Background: an optimization exercise with open tools, aiming at small area. Do not read the settings as production practice. The RTL was checked by simulation tests, not by an equivalence proof against the original design. Power is estimated from default activity; no workload was simulated.

==> inputs of run a <==
// data_memory
module data_memory (
   input  logic        clk,
   input  logic        rst,
   input  logic        rEnable,
   input  logic        wEnable,
   input  logic [15:0] address,
   input  logic [15:0] wData,
   output logic [15:0] rData
);
   localparam int DEPTH  = 128;
   localparam int GROUPS = 8;
   localparam int GSIZE  = DEPTH / GROUPS;
   logic              in_range;
   logic [GSIZE-1:0]  q;        
   logic [GROUPS-1:0] pcr;      
   logic [GROUPS-1:0] pcw;      
   logic [GROUPS-1:0] gvalid;
   logic [15:0]       bus [GSIZE];
   logic [DEPTH-1:0]  de;
   logic [DEPTH-1:0]  rsel;
   logic [15:0]       mem [DEPTH];
   assign in_range = (address[15:8] == 8'h00);
   always_comb begin
      for (int k = 0; k < GSIZE; k++) begin
         q[k]   = (address[4:1] == k);
         bus[k] = wData & {16{q[k]}};
      end
      for (int j = 0; j < GROUPS; j++) begin
         pcr[j] = (address[7:5] == j) && rst && rEnable && in_range;
  ...
==> flow/config.mk <==
export PLATFORM = sky130hd
export DESIGN_NAME = data_memory
export DESIGN_NICKNAME = data_memory
export VERILOG_FILES = /design/flow/design.v
export SDC_FILE = /design/flow/constraint.sdc
export NUM_CORES = 4
export LEC_CHECK = 0
export CAP_MARGIN = 30
export CORE_MARGIN = 2
export CORE_UTILIZATION = 50
export PLACE_DENSITY = 0.62
export SLEW_MARGIN = 20
==> flow/constraint.sdc <==
create_clock -name core_clock -period 12.0 [get_ports {clk}]
set_input_delay 2.4000 -clock core_clock [delete_from_list [all_inputs] [get_ports {clk}]]
set_output_delay 2.4000 -clock core_clock [all_outputs]
set_load 0.01 [all_outputs]
standard.sh (not shown) runs the stock make flow with config.mk's settings and CLKGATE_MAP_FILE= SYNTH_SCRIPT=/design/flow/synth_recipe.tcl, a recipe that flattens the netlist after the stock synthesis.
==> flow/flow/run.sh <==
#!/bin/bash
# Own layout flow: the standard synthesis, then its combinational logic
# replaced by a hand-mapped netlist (same registers, names and cell types),
# then the standard ORFS layout with a leaner clock tree.
set -euo pipefail
W=$(pwd)
R=$W/orfs/results/$FLOW_PLATFORM/data_memory/base

# 1. Standard synthesis (the standard flow's own script, unchanged).
bash standard.sh synth > "$W/flow_synth.log" 2>&1

# 2. Replace the combinational logic, keeping every register as synthesised.
cp "$R/1_2_yosys.v" "$W/std_1_2_yosys.v"
python3 flow/gen_netlist.py "$W/std_1_2_yosys.v" "$W/gen_1_2_yosys.v" > "$W/flow_gen.log" 2>&1
cp "$W/gen_1_2_yosys.v" "$R/1_2_yosys.v"
rm -f "$R/1_synth.odb" "$R/1_synth.sdc"

# 3. The rest of the standard flow.
CTS="-sink_clustering_enable -repair_clock_nets -dont_use_dummy_load"
CTS="$CTS -buf_list sky130_fd_sc_hd__clkbuf_16 -sink_clustering_size 25 -sink_clustering_max_diameter 100"
bash standard.sh "CTS_ARGS=$CTS" finish > "$W/flow_layout.log" 2>&1
==> flow/flow/gen_netlist.py <==
#!/usr/bin/env python3
"""Rewrite the standard synthesis netlist of data_memory with a hand-mapped
combinational part. The registers (names, cell types, Q nets) are taken from
the standard netlist unchanged; only the decode, valid-update, write-data and
read-tree gates are replaced.

usage: gen_netlist.py STANDARD_NETLIST OUT_NETLIST
"""
import re
import sys

DEPTH = 128
W = 16
P = "sky130_fd_sc_hd__"

src = open(sys.argv[1]).read()

# Registers of the standard synthesis.
reg_re = re.compile(r"^\s*" + P + r"(\w+)\s+(\\\S+)\s*\((.*?)\);", re.M | re.S)
mem = {}
valid = {}
for cell, name, body in reg_re.findall(src):
    m = re.match(r"\\mem\[(\d+)\]\[(\d+)\]\$", name)
    v = re.match(r"\\gvalid\[(\d+)\]\$", name)
    if m:
        assert cell == "edfxtp_1", (cell, name)
        mem[int(m.group(1)), int(m.group(2))] = name
    elif v:
        assert cell == "dfrtp_1", (cell, name)
        valid[int(v.group(1))] = name
    elif cell.startswith(("df", "edf", "sdf", "dl")):
        raise SystemExit("unexpected register " + name)
assert len(mem) == DEPTH * W and len(valid) == 8, (len(mem), len(valid))

cells = []
wires = []


def wire(n):
    wires.append(n)
    return n


def inst(cell, out_pin, out, **pins):
    n = "g%d" % len(cells)
    conns = ["." + k + "(" + v + ")" for k, v in pins.items()]
    conns.append("." + out_pin + "(" + out + ")")
    cells.append("  %s%s %s (%s);" % (P, cell, n, ", ".join(conns)))
    return out


def a(i):
    return "address[%d]" % i


# Address literals.
ai = {t: inst("inv_2", "Y", wire("ai_%d" % t), A=a(t)) for t in range(1, 8)}


def lit(t, bit):
    """A signal that is 0 exactly when address[t] == bit."""
    return ai[t] if bit else a(t)


def lit1(t, bit):
    """A signal that is 1 exactly when address[t] == bit."""
    return a(t) if bit else ai[t]


n1 = inst("nor4_1", "Y", wire("hi_a"), A=a(15), B=a(14), C=a(13), D=a(12))
n2 = inst("nor4_1", "Y", wire("hi_b"), A=a(11), B=a(10), C=a(9), D=a(8))
gr = inst("and4_1", "X", wire("g_rd"), A=n1, B=n2, C="rst", D="rEnable")
gw = inst("and3_1", "X", wire("g_wr"), A=n1, B=n2, C="wEnable")

# Word within its group, address[4:1]: both polarities, decoded in parallel.
q = {}
nq = {}
for k in range(16):
    b = [(k >> s) & 1 for s in range(4)]
    lits = dict(zip("ABCD", [lit1(1 + s, b[s]) for s in range(4)]))
    q[k] = inst("and4_1", "X", wire("q_%d" % k), **lits)
    nq[k] = inst("nand4_1", "Y", wire("nq_%d" % k), **lits)

# Group, address[7:5], with the read and write enables.
pcr = {}
pcw = {}
npcw = {}
for j in range(8):
    b = [(j >> s) & 1 for s in range(3)]
    lits = [lit1(5, b[0]), lit1(6, b[1]), lit1(7, b[2])]
    pcr[j] = inst("and4_1", "X", wire("pcr_%d" % j), A=gr, B=lits[0], C=lits[1], D=lits[2])
    pcw[j] = inst("and4_1", "X", wire("pcw_%d" % j), A=gw, B=lits[0], C=lits[1], D=lits[2])
    npcw[j] = inst("inv_2", "Y", wire("npcw_%d" % j), A=pcw[j])

# Per group of 16 words: valid bit, its update, and the read group select.
gv = {}
ngv = {}
pcrv = {}
for j in range(8):
    gv[j] = wire("gv_%d" % j)
    vd = inst("nand2b_1", "Y", wire("gvd_%d" % j), A_N=gv[j], B=npcw[j])
    cells.append("  %sdfrtp_1 %s (.CLK(clk), .D(%s), .RESET_B(rst), .Q(%s));"
                 % (P, valid[j], vd, gv[j]))
    ngv[j] = inst("inv_2", "Y", wire("ngv_%d" % j), A=gv[j])
    pcrv[j] = inst("and2_1", "X", wire("pcrv_%d" % j), A=pcr[j], B=gv[j])

# Write data per word position k: wData where address[4:1] == k, else 0.
nwd = {b: inst("inv_2", "Y", wire("nwd_%d" % b), A="wData[%d]" % b) for b in range(W)}
bus = {}
for k in range(16):
    for b in range(W):
        bus[k, b] = inst("nor2_1", "Y", wire("bus_%d_%d" % (k, b)), A=nwd[b], B=nq[k])

# Per word: write enable (the whole group while it is invalid) and read select.
de = {}
rsel = {}
for i in range(DEPTH):
    k, j = i & 15, i >> 4
    de[i] = inst("o21a_1", "X", wire("de_%d" % i), A1=q[k], A2=ngv[j], B1=pcw[j])
    rsel[i] = inst("and2_1", "X", wire("rsel_%d" % i), A=q[k], B=pcrv[j])

# Storage.
mq = {}
for i in range(DEPTH):
    for b in range(W):
        mq[i, b] = wire("m_%d_%d" % (i, b))
        cells.append("  %sedfxtp_1 %s (.CLK(clk), .D(%s), .DE(%s), .Q(%s));"
                     % (P, mem[i, b], bus[i & 15, b], de[i], mq[i, b]))

# Read tree. The eight words of one position k (one per group) share their
# write-data net; they are also combined first, so that each position's
# words, write data and read gates can sit together:
# 8 words -> a222oi, a222oi, a22oi -> nand3 (active high), then per bit the
# 16 positions -> 4 x or4 -> or4.
for b in range(W):
    zs = []
    for k in range(16):
        ys = []
        for part in ((0, 1, 2), (3, 4, 5), (6, 7)):
            rows = [16 * j + k for j in part]
            pins = {}
            for r, pre in zip(rows, "ABC"):
                pins[pre + "1"] = rsel[r]
                pins[pre + "2"] = mq[r, b]
            ys.append(inst("a222oi_1" if len(rows) == 3 else "a22oi_1", "Y",
                           wire("y_%d_%d_%d" % (b, k, part[0])), **pins))
        zs.append(inst("nand3_1", "Y", wire("z_%d_%d" % (b, k)),
                       A=ys[0], B=ys[1], C=ys[2]))
    us = []
    for g in range(4):
        us.append(inst("or4_1", "X", wire("u_%d_%d" % (b, g)),
                       **dict(zip("ABCD", zs[4 * g:4 * g + 4]))))
    inst("or4_1", "X", "rData[%d]" % b, **dict(zip("ABCD", us)))

hdr = """module data_memory(clk, rst, rEnable, wEnable, address, wData, rData);
  input clk;
  wire clk;
  input rst;
  wire rst;
  input rEnable;
  wire rEnable;
  input wEnable;
  wire wEnable;
  input [15:0] address;
  wire [15:0] address;
  input [15:0] wData;
  wire [15:0] wData;
  output [15:0] rData;
  wire [15:0] rData;
"""
with open(sys.argv[2], "w") as f:
    f.write(hdr)
    for w_ in wires:
        f.write("  wire %s;\n" % w_)
    f.write("\n".join(cells))
    f.write("\nendmodule\n")
print("cells", len(cells))
==> run b (differences from run a) <==
--- a/flow/flow/run.sh
+++ b/flow/flow/run.sh
@@ -18,4 +18,5 @@
 # 3. The rest of the standard flow.
 CTS="-sink_clustering_enable -repair_clock_nets -dont_use_dummy_load"
-CTS="$CTS -buf_list sky130_fd_sc_hd__clkbuf_16 -sink_clustering_size 25 -sink_clustering_max_diameter 100"
-bash standard.sh "CTS_ARGS=$CTS" finish > "$W/flow_layout.log" 2>&1
+CTS="$CTS -buf_list sky130_fd_sc_hd__clkbuf_8 -sink_clustering_size 18 -sink_clustering_max_diameter 70"
+bash standard.sh "CTS_ARGS=$CTS" "BUFFER_PORTS_ARGS=-buffer_cell sky130_fd_sc_hd__buf_2" \
+  finish > "$W/flow_layout.log" 2>&1
--- a/flow/flow/gen_netlist.py
+++ b/flow/flow/gen_netlist.py
@@ -129,27 +129,41 @@
 
 # Read tree. The eight words of one position k (one per group) share their
-# write-data net; they are also combined first, so that each position's
-# words, write data and read gates can sit together:
-# 8 words -> a222oi, a222oi, a22oi -> nand3 (active high), then per bit the
-# 16 positions -> 4 x or4 -> or4.
+# write-data net, so the read gates take their words mostly within one
+# position: positions are taken three at a time (24 words = 8 x a222oi,
+# six of them within one position, then 2 x nand4), the last position alone
+# (a222oi, a222oi, a22oi, nand3); then per bit 11 -> or4, or4, or3 -> or3.
+
+
+def agate(name, terms):
+    pins = {}
+    for (r, bit), pre in zip(terms, "ABC"):
+        pins[pre + "1"] = rsel[r]
+        pins[pre + "2"] = mq[r, bit]
+    return inst("a222oi_1" if len(terms) == 3 else "a22oi_1", "Y", wire(name), **pins)
+
+
 for b in range(W):
     zs = []
-    for k in range(16):
-        ys = []
-        for part in ((0, 1, 2), (3, 4, 5), (6, 7)):
-            rows = [16 * j + k for j in part]
-            pins = {}
-            for r, pre in zip(rows, "ABC"):
-                pins[pre + "1"] = rsel[r]
-                pins[pre + "2"] = mq[r, b]
-            ys.append(inst("a222oi_1" if len(rows) == 3 else "a22oi_1", "Y",
-                           wire("y_%d_%d_%d" % (b, k, part[0])), **pins))
-        zs.append(inst("nand3_1", "Y", wire("z_%d_%d" % (b, k)),
-                       A=ys[0], B=ys[1], C=ys[2]))
+    for k0 in range(0, 15, 3):
+        ks = (k0, k0 + 1, k0 + 2)
+        w = [[16 * j + k for j in range(8)] for k in ks]
+        parts = [w[0][0:3], w[0][3:6], w[0][6:8] + w[1][6:7], w[1][0:3],
+                 w[1][3:6], w[1][7:8] + w[2][6:8], w[2][0:3], w[2][3:6]]
+        ys = [agate("y_%d_%d_%d" % (b, k0, n), [(r, b) for r in part])
+              for n, part in enumerate(parts)]
+        for h in range(2):
+            zs.append(inst("nand4_1", "Y", wire("z_%d_%d_%d" % (b, k0, h)),
+                           **dict(zip("ABCD", ys[4 * h:4 * h + 4]))))
+    w = [16 * j + 15 for j in range(8)]
+    ys = [agate("y_%d_15_%d" % (b, n), [(r, b) for r in part])
+          for n, part in enumerate((w[0:3], w[3:6], w[6:8]))]
+    zs.append(inst("nand3_1", "Y", wire("z_%d_15" % b), A=ys[0], B=ys[1], C=ys[2]))
+    assert len(zs) == 11
     us = []
-    for g in range(4):
-        us.append(inst("or4_1", "X", wire("u_%d_%d" % (b, g)),
-                       **dict(zip("ABCD", zs[4 * g:4 * g + 4]))))
-    inst("or4_1", "X", "rData[%d]" % b, **dict(zip("ABCD", us)))
+    for g in range(0, 11, 4):
+        grp = zs[g:g + 4]
+        us.append(inst("or%d_1" % len(grp), "X", wire("u_%d_%d" % (b, g // 4)),
+                       **dict(zip("ABCD", grp))))
+    inst("or3_1", "X", "rData[%d]" % b, A=us[0], B=us[1], C=us[2])
 
 hdr = """module data_memory(clk, rst, rEnable, wEnable, address, wData, rData);
CAP_MARGIN = 20   (was 30)
==> flow_summary_export.csv <==
group,metric,value,unit
outcome,run_status,"failed layout checks",
outcome,so_faults,"antenna violations",
critical_path,endpoint,"rData[0]",
sta,fmax,0.107,GHz
global_routing,antenna_found_initial,16,
route,drt.antenna.violating_nets,1,
floorplanning,rows,140,
route,route.met3.wl,28700,µm
floorplanning,die_y,387,µm
That was run b.
==> flow_summary_export.csv <==
group,metric,value,unit
layout,drive_above_1_share,5.18,%
critical_path,critPathCaptureType,"output pin",
global_routing,antenna_found_initial,25,
floorplanning,rows,141,
critical_path,cpLargestDelayFamily,"simple AND/OR/NAND/NOR gates",
route,route.met3.wl,31100,µm
critical_path,endpoint,"rData[12]",
placement,pre_cts_ws,1.49,ns
global_routing,grt_pass1_vias,38936,
layout,seq_share,77.0,%
outcome,run_status,"timing/DRC/antenna clean",
sta,fmax,0.0924,GHz
floorplanning,die_y,389,µm
power_and_ir_drop,p_clk,3.43,mW
route,drt.antenna.violating_nets,0,
global_routing,overflow,0,
That was run a.


==> run H: inputs <==
==> flow/design.v <==
module data_memory (
   input  logic        clk,
   input  logic        rst,
   input  logic        rEnable,
   input  logic        wEnable,
   input  logic [15:0] address,
   input  logic [15:0] wData,
   output logic [15:0] rData
);
   localparam int DEPTH  = 128;
   localparam int GROUPS = 8;
   localparam int GSIZE  = DEPTH / GROUPS;
   logic              in_range;
   logic [GSIZE-1:0]  q;        
   logic [GROUPS-1:0] pcr;      
   logic [GROUPS-1:0] pcw;      
   logic [GROUPS-1:0] gvalid;
   logic [15:0]       bus [GSIZE];
   logic [DEPTH-1:0]  de;
   logic [DEPTH-1:0]  rsel;
   logic [15:0]       mem [DEPTH];
   assign in_range = (address[15:8] == 8'h00);
   always_comb begin
      for (int k = 0; k < GSIZE; k++) begin
         q[k]   = (address[4:1] == k);
         bus[k] = wData & {16{q[k]}};
      end
      for (int j = 0; j < GROUPS; j++) begin
         pcr[j] = (address[7:5] == j) && rst && rEnable && in_range;
         pcw[j] = (address[7:5] == j) && wEnable && in_range;
      end
      for (int i = 0; i < DEPTH; i++) begin
         de[i]   = pcw[i / GSIZE] && (q[i % GSIZE] || !gvalid[i / GSIZE]);
         rsel[i] = pcr[i / GSIZE] && gvalid[i / GSIZE] && q[i % GSIZE];
      end
   end
   always_ff @(posedge clk or negedge rst) begin
      if (!rst) gvalid <= '0;
      else gvalid <= gvalid | pcw;
   end
   for (genvar i = 0; i < DEPTH; i++) begin : g_word
      always_ff @(posedge clk) begin
         if (de[i]) mem[i] <= bus[i % GSIZE];
      end
   end
   always_comb begin
      rData = 16'h0000;
      for (int i = 0; i < DEPTH; i++) rData = rData | (mem[i] & {16{rsel[i]}});
   end
endmodule
==> flow/flow/run.sh <==
#!/bin/bash
# Own layout flow: the standard synthesis, then its combinational logic
# replaced by a hand-mapped netlist (same registers, names and cell types),
# then the standard ORFS layout with a leaner clock tree.
set -euo pipefail
W=$(pwd)
R=$W/orfs/results/$FLOW_PLATFORM/data_memory/base

# 1. Standard synthesis (the standard flow's own script, unchanged).
bash standard.sh synth > "$W/flow_synth.log" 2>&1

# 2. Replace the combinational logic, keeping every register as synthesised.
cp "$R/1_2_yosys.v" "$W/std_1_2_yosys.v"
python3 flow/gen_netlist.py "$W/std_1_2_yosys.v" "$W/gen_1_2_yosys.v" > "$W/flow_gen.log" 2>&1
cp "$W/gen_1_2_yosys.v" "$R/1_2_yosys.v"
rm -f "$R/1_synth.odb" "$R/1_synth.sdc"

# 3. The rest of the standard flow.
CTS="-sink_clustering_enable -repair_clock_nets -dont_use_dummy_load"
CTS="$CTS -buf_list sky130_fd_sc_hd__clkbuf_8 -sink_clustering_size 18 -sink_clustering_max_diameter 70"
bash standard.sh "CTS_ARGS=$CTS" "BUFFER_PORTS_ARGS=-buffer_cell sky130_fd_sc_hd__buf_2" \
  finish > "$W/flow_layout.log" 2>&1
==> flow/flow/gen_netlist.py <==
#!/usr/bin/env python3
"""Rewrite the standard synthesis netlist of data_memory with a hand-mapped
combinational part. The registers (names, cell types, Q nets) are taken from
the standard netlist unchanged; only the decode, valid-update, write-data and
read-tree gates are replaced.

usage: gen_netlist.py STANDARD_NETLIST OUT_NETLIST
"""
import re
import sys

DEPTH = 128
W = 16
P = "sky130_fd_sc_hd__"

src = open(sys.argv[1]).read()

# Registers of the standard synthesis.
reg_re = re.compile(r"^\s*" + P + r"(\w+)\s+(\\\S+)\s*\((.*?)\);", re.M | re.S)
mem = {}
valid = {}
for cell, name, body in reg_re.findall(src):
    m = re.match(r"\\mem\[(\d+)\]\[(\d+)\]\$", name)
    v = re.match(r"\\gvalid\[(\d+)\]\$", name)
    if m:
        assert cell == "edfxtp_1", (cell, name)
        mem[int(m.group(1)), int(m.group(2))] = name
    elif v:
        assert cell == "dfrtp_1", (cell, name)
        valid[int(v.group(1))] = name
    elif cell.startswith(("df", "edf", "sdf", "dl")):
        raise SystemExit("unexpected register " + name)
assert len(mem) == DEPTH * W and len(valid) == 8, (len(mem), len(valid))

cells = []
wires = []


def wire(n):
    wires.append(n)
    return n


def inst(cell, out_pin, out, **pins):
    n = "g%d" % len(cells)
    conns = ["." + k + "(" + v + ")" for k, v in pins.items()]
    conns.append("." + out_pin + "(" + out + ")")
    cells.append("  %s%s %s (%s);" % (P, cell, n, ", ".join(conns)))
    return out


def a(i):
    return "address[%d]" % i


# Address literals.
ai = {t: inst("inv_2", "Y", wire("ai_%d" % t), A=a(t)) for t in range(1, 8)}


def lit(t, bit):
    """A signal that is 0 exactly when address[t] == bit."""
    return ai[t] if bit else a(t)


def lit1(t, bit):
    """A signal that is 1 exactly when address[t] == bit."""
    return a(t) if bit else ai[t]


n1 = inst("nor4_1", "Y", wire("hi_a"), A=a(15), B=a(14), C=a(13), D=a(12))
n2 = inst("nor4_1", "Y", wire("hi_b"), A=a(11), B=a(10), C=a(9), D=a(8))
gr = inst("and4_1", "X", wire("g_rd"), A=n1, B=n2, C="rst", D="rEnable")
gw = inst("and3_1", "X", wire("g_wr"), A=n1, B=n2, C="wEnable")

# Word within its group, address[4:1]: both polarities, decoded in parallel.
q = {}
nq = {}
for k in range(16):
    b = [(k >> s) & 1 for s in range(4)]
    lits = dict(zip("ABCD", [lit1(1 + s, b[s]) for s in range(4)]))
    q[k] = inst("and4_1", "X", wire("q_%d" % k), **lits)
    nq[k] = inst("nand4_1", "Y", wire("nq_%d" % k), **lits)

# Group, address[7:5], with the read and write enables.
pcr = {}
pcw = {}
npcw = {}
for j in range(8):
    b = [(j >> s) & 1 for s in range(3)]
    lits = [lit1(5, b[0]), lit1(6, b[1]), lit1(7, b[2])]
    pcr[j] = inst("and4_1", "X", wire("pcr_%d" % j), A=gr, B=lits[0], C=lits[1], D=lits[2])
    pcw[j] = inst("and4_1", "X", wire("pcw_%d" % j), A=gw, B=lits[0], C=lits[1], D=lits[2])
    npcw[j] = inst("inv_2", "Y", wire("npcw_%d" % j), A=pcw[j])

# Per group of 16 words: valid bit, its update, and the read group select.
gv = {}
ngv = {}
pcrv = {}
for j in range(8):
    gv[j] = wire("gv_%d" % j)
    vd = inst("nand2b_1", "Y", wire("gvd_%d" % j), A_N=gv[j], B=npcw[j])
    cells.append("  %sdfrtp_1 %s (.CLK(clk), .D(%s), .RESET_B(rst), .Q(%s));"
                 % (P, valid[j], vd, gv[j]))
    ngv[j] = inst("inv_2", "Y", wire("ngv_%d" % j), A=gv[j])
    pcrv[j] = inst("and2_1", "X", wire("pcrv_%d" % j), A=pcr[j], B=gv[j])

# Write data per word position k: wData where address[4:1] == k, else 0.
nwd = {b: inst("inv_2", "Y", wire("nwd_%d" % b), A="wData[%d]" % b) for b in range(W)}
bus = {}
for k in range(16):
    for b in range(W):
        bus[k, b] = inst("nor2_1", "Y", wire("bus_%d_%d" % (k, b)), A=nwd[b], B=nq[k])

# Per word: write enable (the whole group while it is invalid) and read select.
de = {}
rsel = {}
for i in range(DEPTH):
    k, j = i & 15, i >> 4
    de[i] = inst("o21a_1", "X", wire("de_%d" % i), A1=q[k], A2=ngv[j], B1=pcw[j])
    rsel[i] = inst("and2_1", "X", wire("rsel_%d" % i), A=q[k], B=pcrv[j])

# Storage.
mq = {}
for i in range(DEPTH):
    for b in range(W):
        mq[i, b] = wire("m_%d_%d" % (i, b))
        cells.append("  %sedfxtp_1 %s (.CLK(clk), .D(%s), .DE(%s), .Q(%s));"
                     % (P, mem[i, b], bus[i & 15, b], de[i], mq[i, b]))

# Read tree. The eight words of one position k (one per group) share their
# write-data net; they are also combined first, so that each position's
# words, write data and read gates can sit together:
# 8 words -> a222oi, a222oi, a22oi -> nand3 (active high), then per bit the
# 16 positions -> 4 x or4 -> or4.
for b in range(W):
    zs = []
    for k in range(16):
        ys = []
        for part in ((0, 1, 2), (3, 4, 5), (6, 7)):
            rows = [16 * j + k for j in part]
            pins = {}
            for r, pre in zip(rows, "ABC"):
                pins[pre + "1"] = rsel[r]
                pins[pre + "2"] = mq[r, b]
            ys.append(inst("a222oi_1" if len(rows) == 3 else "a22oi_1", "Y",
                           wire("y_%d_%d_%d" % (b, k, part[0])), **pins))
        zs.append(inst("nand3_1", "Y", wire("z_%d_%d" % (b, k)),
                       A=ys[0], B=ys[1], C=ys[2]))
    us = []
    for g in range(4):
        us.append(inst("or4_1", "X", wire("u_%d_%d" % (b, g)),
                       **dict(zip("ABCD", zs[4 * g:4 * g + 4]))))
    inst("or4_1", "X", "rData[%d]" % b, **dict(zip("ABCD", us)))

hdr = """module data_memory(clk, rst, rEnable, wEnable, address, wData, rData);
  input clk;
  wire clk;
  input rst;
  wire rst;
  input rEnable;
  wire rEnable;
  input wEnable;
  wire wEnable;
  input [15:0] address;
  wire [15:0] address;
  input [15:0] wData;
  wire [15:0] wData;
  output [15:0] rData;
  wire [15:0] rData;
"""
with open(sys.argv[2], "w") as f:
    f.write(hdr)
    for w_ in wires:
        f.write("  wire %s;\n" % w_)
    f.write("\n".join(cells))
    f.write("\nendmodule\n")
print("cells", len(cells))
==> flow/standard.sh <==
#!/bin/bash
# synth_recipe.tcl (not shown) runs the flow's synth.tcl, then flattens the netlist and writes it again
# the make line also repeats each setting of config.mk as NAME=value (left out here)
make -C /OpenROAD-flow-scripts/flow DESIGN_CONFIG=/design/flow/config.mk WORK_HOME=/design/flow/orfs CLKGATE_MAP_FILE= SYNTH_SCRIPT=/design/flow/synth_recipe.tcl "${@:-finish}"
==> flow/config.mk <==
export PLATFORM = sky130hd
export DESIGN_NAME = data_memory
export DESIGN_NICKNAME = data_memory
export VERILOG_FILES = /design/flow/design.v
export SDC_FILE = /design/flow/constraint.sdc
export NUM_CORES = 4
export LEC_CHECK = 0
export CAP_MARGIN = 30
export CORE_MARGIN = 2
export CORE_UTILIZATION = 50
export PLACE_DENSITY = 0.62
export SLEW_MARGIN = 20
==> flow/constraint.sdc <==
create_clock -name core_clock -period 12.0 [get_ports {clk}]
set_input_delay 2.4000 -clock core_clock [delete_from_list [all_inputs] [get_ports {clk}]]
set_output_delay 2.4000 -clock core_clock [all_outputs]
set_load 0.01 [all_outputs]
==> run K: changes against run H <==
--- a/flow/flow/gen_netlist.py
+++ b/flow/flow/gen_netlist.py
@@ -128,29 +128,43 @@
                      % (P, mem[i, b], bus[i & 15, b], de[i], mq[i, b]))
 
 # Read tree. The eight words of one position k (one per group) share their
-# write-data net; they are also combined first, so that each position's
-# words, write data and read gates can sit together:
-# 8 words -> a222oi, a222oi, a22oi -> nand3 (active high), then per bit the
-# 16 positions -> 4 x or4 -> or4.
+# write-data net, so the read gates take their words mostly within one
+# position: positions are taken three at a time (24 words = 8 x a222oi,
+# six of them within one position, then 2 x nand4), the last position alone
+# (a222oi, a222oi, a22oi, nand3); then per bit 11 -> or4, or4, or3 -> or3.
+
+
+def agate(name, terms):
+    pins = {}
+    for (r, bit), pre in zip(terms, "ABC"):
+        pins[pre + "1"] = rsel[r]
+        pins[pre + "2"] = mq[r, bit]
+    return inst("a222oi_1" if len(terms) == 3 else "a22oi_1", "Y", wire(name), **pins)
+
+
 for b in range(W):
     zs = []
-    for k in range(16):
-        ys = []
-        for part in ((0, 1, 2), (3, 4, 5), (6, 7)):
-            rows = [16 * j + k for j in part]
-            pins = {}
-            for r, pre in zip(rows, "ABC"):
-                pins[pre + "1"] = rsel[r]
-                pins[pre + "2"] = mq[r, b]
-            ys.append(inst("a222oi_1" if len(rows) == 3 else "a22oi_1", "Y",
-                           wire("y_%d_%d_%d" % (b, k, part[0])), **pins))
-        zs.append(inst("nand3_1", "Y", wire("z_%d_%d" % (b, k)),
-                       A=ys[0], B=ys[1], C=ys[2]))
+    for k0 in range(0, 15, 3):
+        ks = (k0, k0 + 1, k0 + 2)
+        w = [[16 * j + k for j in range(8)] for k in ks]
+        parts = [w[0][0:3], w[0][3:6], w[0][6:8] + w[1][6:7], w[1][0:3],
+                 w[1][3:6], w[1][7:8] + w[2][6:8], w[2][0:3], w[2][3:6]]
+        ys = [agate("y_%d_%d_%d" % (b, k0, n), [(r, b) for r in part])
+              for n, part in enumerate(parts)]
+        for h in range(2):
+            zs.append(inst("nand4_1", "Y", wire("z_%d_%d_%d" % (b, k0, h)),
+                           **dict(zip("ABCD", ys[4 * h:4 * h + 4]))))
+    w = [16 * j + 15 for j in range(8)]
+    ys = [agate("y_%d_15_%d" % (b, n), [(r, b) for r in part])
+          for n, part in enumerate((w[0:3], w[3:6], w[6:8]))]
+    zs.append(inst("nand3_1", "Y", wire("z_%d_15" % b), A=ys[0], B=ys[1], C=ys[2]))
+    assert len(zs) == 11
     us = []
-    for g in range(4):
-        us.append(inst("or4_1", "X", wire("u_%d_%d" % (b, g)),
-                       **dict(zip("ABCD", zs[4 * g:4 * g + 4]))))
-    inst("or4_1", "X", "rData[%d]" % b, **dict(zip("ABCD", us)))
+    for g in range(0, 11, 4):
+        grp = zs[g:g + 4]
+        us.append(inst("or%d_1" % len(grp), "X", wire("u_%d_%d" % (b, g // 4)),
+                       **dict(zip("ABCD", grp))))
+    inst("or3_1", "X", "rData[%d]" % b, A=us[0], B=us[1], C=us[2])
 
 hdr = """module data_memory(clk, rst, rEnable, wEnable, address, wData, rData);
   input clk;
--- a/flow/config.mk
+++ b/flow/config.mk
@@ -5,7 +5,7 @@
 export SDC_FILE = /design/flow/constraint.sdc
 export NUM_CORES = 4
 export LEC_CHECK = 0
-export CAP_MARGIN = 30
+export CAP_MARGIN = 25
 export CORE_MARGIN = 2
 export CORE_UTILIZATION = 50
 export PLACE_DENSITY = 0.62
==> flow_summary_export.csv <==
group,metric,value,unit
floorplanning,n_tap_cell,1930,
route,finalWirelength,217900,µm
status,status,"timing/DRC/antenna clean",
setup_path,critPathArrivalTime,7.19,ns
logic_synthesis,synth_area,74000,µm²
floorplanning,start_util,50.24,%
power_and_ir_drop,power,11.02,mW
power_and_ir_drop,p_sw_share,19.79,%
route,wl_per_cell,36.36,µm
power_and_ir_drop,p_leak,29.29,nW
floorplanning,die_w,388.7,µm
cells_and_area,n_fill_cell,11360,
cells_and_area,multi_input_cells,1684,
timing,worst_pin_slew,1.056,ns
setup_path,crit_cells,12,
(the above is from run H)
==> flow_summary_export.csv <==
group,metric,value,unit
status,status,"timing/DRC/antenna clean",
floorplanning,die_w,387.3,µm
route,wl_per_cell,36.42,µm
power_and_ir_drop,p_sw_share,19.60,%
cells_and_area,multi_input_cells,1508,
floorplanning,start_util,50.39,%
cells_and_area,n_fill_cell,11280,
setup_path,critPathArrivalTime,6.99,ns
route,finalWirelength,210000,µm
power_and_ir_drop,p_leak,28.31,nW
logic_synthesis,synth_area,73440,µm²
power_and_ir_drop,power,10.97,mW
floorplanning,num_rows,140,
(the above is from run K)

[separate check: timing with driven ports]
Ports are ideal in the flow. The routed layouts listed here were re-timed in OpenROAD.
Step 1 sets driving cells, clkbuf_16 on the clock port and buf_2 on the other inputs (assumed; they add their load-dependent delay and slew).
Step 2, shift: input delay + t, output delay - t, t = (earliest + latest rising clock arrival at the registers) / 2. This alone moves slack from input paths to output paths.
Slacks: no drivers / after step 1 / after step 2; pairs: no drivers / after step 1.
| run | shift t [ns] | setup WS [ns] | hold WS [ns] | worst setup path after step 2 |
|---|---|---|---|---|
| run a | 0.819 | 1.176 / 1.038 / 1.038 | 0.511 / 0.511 / 0.511 | input to output |
| run b | 0.964 | 2.611 / 2.589 / 2.589 | 0.509 / 0.509 / 0.509 | input to output |
| run H | 0.978 | 2.410 / 2.300 / 2.300 | 0.524 / 0.524 / 0.524 | input to output |
| run K | 0.976 | 2.608 / 2.586 / 2.586 | 0.517 / 0.517 / 0.517 | input to output |
The setup slack of run a, which loses most, moves by -0.138 ns with the drivers and by -0.138 ns with both steps.
